Source: an optimization exercise on an open RTL-to-GDS flow (aim: small area, a short achievable clock period and few clock cycles per item). Production flows keep margins and buffers that such runs may drop.
RTL that was checked went through simulation tests only; none was proved equivalent to the original.
No activity file was given, so power comes from the tool's default toggle rates.

Setup of rev 12:
==> flow/design.v (excerpt) <==
module conv_accel_top (
    input  logic                       clk,
    input  logic                       rst,
    input  logic                       req_valid_i,
    input  logic [1:0]                 req_op_i,
    input  logic                       req_imm_i,
    input  logic [cnn_pkg::DATA_W-1:0] req_rj_i,
    input  logic [cnn_pkg::DATA_W-1:0] req_rk_i,
    output logic                       req_ready_o,
    output logic                       rsp_valid_o,
    output logic                       mem_valid_o,
    input  logic                       mem_ready_i,
    output logic [cnn_pkg::DATA_W-1:0] mem_addr_o,
    output logic                       mem_read_o,
    output logic [cnn_pkg::DATA_W-1:0] mem_wdata_o,
    input  logic                       mem_rsp_valid_i,
    input  logic [cnn_pkg::DATA_W-1:0] mem_rsp_rdata_i
);
Size: about 170 I/O pins.
Settings: LEC_CHECK=0, ABC_CLOCK_PERIOD_IN_PS=3500, CAP_MARGIN=20, CORE_MARGIN=2, CORE_UTILIZATION=40, SETUP_SLACK_MARGIN=5, SLEW_MARGIN=20; clock period 10.0 ns.
run.sh (not shown) runs the stock make flow with config.mk's settings and CLKGATE_MAP_FILE= SYNTH_SCRIPT=/design/flow/synth_recipe.tcl, a recipe that flattens the netlist after the stock synthesis.
Setup changes, rev 12 to rev 13
Settings: SETUP_SLACK_MARGIN removed (was 5); ABC_CLOCK_PERIOD_IN_PS removed (was 3500).
==> flow/flow/run.sh (new file) <==
#!/bin/bash
# Standard layout, with timing repair aiming past the 10 ns clock's slack.
set -euo pipefail
bash standard.sh SETUP_SLACK_MARGIN=6.5 finish > make_finish.log 2>&1
==> flow/standard.sh (new file) <==
#!/bin/bash
# synth_recipe.tcl (not shown) runs the flow's synth.tcl, then flattens the netlist and writes it again
# the make line also repeats each setting of config.mk as NAME=value (left out here)
make -C /OpenROAD-flow-scripts/flow DESIGN_CONFIG=/design/flow/config.mk WORK_HOME=/design/flow/orfs CLKGATE_MAP_FILE= SYNTH_SCRIPT=/design/flow/synth_recipe.tcl "${@:-finish}"
removed: flow/run.sh
--- outcome ---
Rev 12 → rev 13: post-route total power higher; global-route usage higher; number of logic inverters in the finished layout higher; routability congestion estimate from global placement lower.
[compare] base=rev 12 new=rev 13: final critical-path required period down 0.70 ns; utilization up 1.7 points; clock skew flat; clock power down about 2%.
Delta(share of power burned in the clock network, rev 13 - rev 12) < 0
Rev 13 vs rev 12 — global-route wire length before repair rose about 3%.
No run of this note included a check of the RTL's function; only the layout flow was run.


Setup of build 81:
Another version of the RTL of conv_accel_top (not shown whole).
Size: about 3,500 cells after synthesis, roughly 810 flip-flops, ~170 I/O pins, ~43,000 um^2 of cells after synthesis.
export LEC_CHECK = 0
export CAP_MARGIN = 20
export CORE_MARGIN = 2
export CORE_UTILIZATION = 40
export SLEW_MARGIN = 20
create_clock -name core_clock -period 10.0 [get_ports {clk}]
standard.sh (not shown) runs the stock make flow with config.mk's settings and CLKGATE_MAP_FILE= SYNTH_SCRIPT=/design/flow/synth_recipe.tcl, a recipe that flattens the netlist after the stock synthesis.
==> flow/flow/run.sh <==
#!/bin/bash
# Standard layout; ports buffered with a plain buffer, free cell resizing, and
# timing repair aiming past the 10 ns clock's slack.
set -euo pipefail
bash standard.sh SETUP_SLACK_MARGIN=6.6 MATCH_CELL_FOOTPRINT=0 "BUFFER_PORTS_ARGS=-buffer_cell sky130_fd_sc_hd__buf_2" finish > make_finish.log 2>&1
Build 81 went all the way through synthesis, placement and routing and the layout is clean on timing, DRC and antenna.
Testbench counts of build 81, summed over its fixed seeds: cycles 8,990, items 2,528.
Edits applied to the flow inputs when going from build 81 to build 88:
Settings: SLEW_MARGIN: 20 -> 10; CAP_MARGIN: 20 -> 10.
==> flow/flow/run.sh <==
#!/bin/bash
# Standard layout; ports buffered with a plain buffer, free cell resizing, and
# timing repair aiming past the 10 ns clock's slack.
set -euo pipefail
bash standard.sh SETUP_SLACK_MARGIN=6.7 MATCH_CELL_FOOTPRINT=0 "BUFFER_PORTS_ARGS=-buffer_cell sky130_fd_sc_hd__buf_1" finish > make_finish.log 2>&1
Notes after the runs:
- On final critical-path setup slack, build 81 loses to build 88.
- In the final reports, the cell area of build 88 is larger than that of build 81.
- The delay of the slowest cell on the worst path of build 88 exceeds that of build 81 by 0.08 ns.
- Taking build 81 as the reference, in build 88 required time of the critical path fell by 2.37 ns; fraction of final layout cells with drive strength greater than 1 fell by 1.5 points; total of plain and repair buffers excluding clock buffers rose by 28; number of inserted filler cells in the final layout fell by 83.
- Build 88 against build 81: detailed-route via count higher, diode insertion count for antenna repair lower.
- Going from build 81 to build 88, count of cell instances traversed by the critical path down 7; post-cts hold buffer count flat.
#### Input delta (build 75 over build 88)
Settings: CAP_MARGIN now 20, was 10; SLEW_MARGIN now 20, was 10.
==> flow/flow/run.sh <==
#!/bin/bash
# Standard layout; ports buffered with a plain buffer, free cell resizing, and
# timing repair aiming past the 10 ns clock's slack.
set -euo pipefail
bash standard.sh SETUP_SLACK_MARGIN=6.6 MATCH_CELL_FOOTPRINT=0 "BUFFER_PORTS_ARGS=-buffer_cell sky130_fd_sc_hd__buf_4" finish > make_finish.log 2>&1
==> run summary <==
- Across both runs, total wirelength of the detailed-routed design was lower for build 75 than for build 88.
- First-pass GRT wire length: build 75 < build 88
- Between build 75 and build 88, it is build 75 whose met1 usage is lower, by 0.34 points.
- Of build 75 and build 88, build 75 shows the higher number of diodes, with build 88 below it.
- Summary: final instance area, build 75 better than build 88
- From build 88 to build 75 the numbers moved as follows: transition at the pin with the smallest max-transition slack went down by 0.18 ns; final setup slack of the worst path went down by 0.10 ns.
Input-level comparison between build 54 and build 75:
Settings: SLEW_MARGIN changed from 20 to 10; CAP_MARGIN changed from 20 to 10.
==> flow/flow/run.sh <==
#!/bin/bash
# Standard layout; ports buffered with a plain buffer, free cell resizing, and
# timing repair aiming past the 10 ns clock's slack.
set -euo pipefail
bash standard.sh SETUP_SLACK_MARGIN=6.6 MATCH_CELL_FOOTPRINT=0 "BUFFER_PORTS_ARGS=-buffer_cell sky130_fd_sc_hd__buf_1" finish > make_finish.log 2>&1
==> run summary <==
Of the two values seen for worst-path cell with the longest stage delay, sky130_fd_sc_hd__bufinv_16 was produced by build 75 and sky130_fd_sc_hd__dfxtp_1 by build 54.
Re wire length on met1: build 75 and build 54 aren't equal, and the lower value belongs to build 54.
Of build 75 and build 54, the higher fraction of power consumed by the clock network belongs to build 54.
On final-layout fill cell count, build 75 and build 54 are neck and neck.
[inputs] build 6 vs build 54
Settings: a change of CAP_MARGIN from 10 to 20; a change of SLEW_MARGIN from 10 to 20.
==> comparison <==
~same post-layout utilization of the core in build 54 and build 6
For number of standard cells in the layout, taps in and fillers out, build 6 and build 54 come out practically identical.
Build 6 -> build 54: count of inserted tapcells delta 0, exact match
On global-route met1 utilization, build 6 tracks build 54 almost exactly.
Comparing build 54 and build 6, worst reg-to-reg setup slack is lower on build 6.

## afterwards: timing with drivers on the ports
How much do the figures lean on ideal ports? The routed layouts below were timed once more, with nothing changed but the port constraints.
Step 1 sets driving cells, clkbuf_16 on the clock port and buf_2 on the other inputs (assumed; they add their load-dependent delay and slew).
Step 2 times the ports against the registers' clock, not the clock port: input delays grow and output delays shrink by t, the midpoint of the rising clock arrivals with the driver on.
Three values: no drivers, after step 1, after step 2; two values: the first two.
run	t, ns	slack for setup (ns)	worst setup path at the end
rev 12	0.742	5.380 / 5.380 / 4.771	input to register
rev 13	0.753	6.083 / 6.011 / 5.802	input to register
build 81	0.723	6.653 / 6.606 / 5.912	input to register
build 88	0.737	6.737 / 6.669 / 6.072	input to register
build 75	0.728	6.634 / 6.578 / 5.946	input to register
build 54	0.734	6.658 / 6.588 / 6.009	input to register
build 6	0.732	6.643 / 6.602 / 5.970	input to register
After both steps setup and hold are still met in every run listed. For build 81, which loses most, drivers alone change the setup slack by -0.047 ns; drivers and shift together by -0.741 ns.
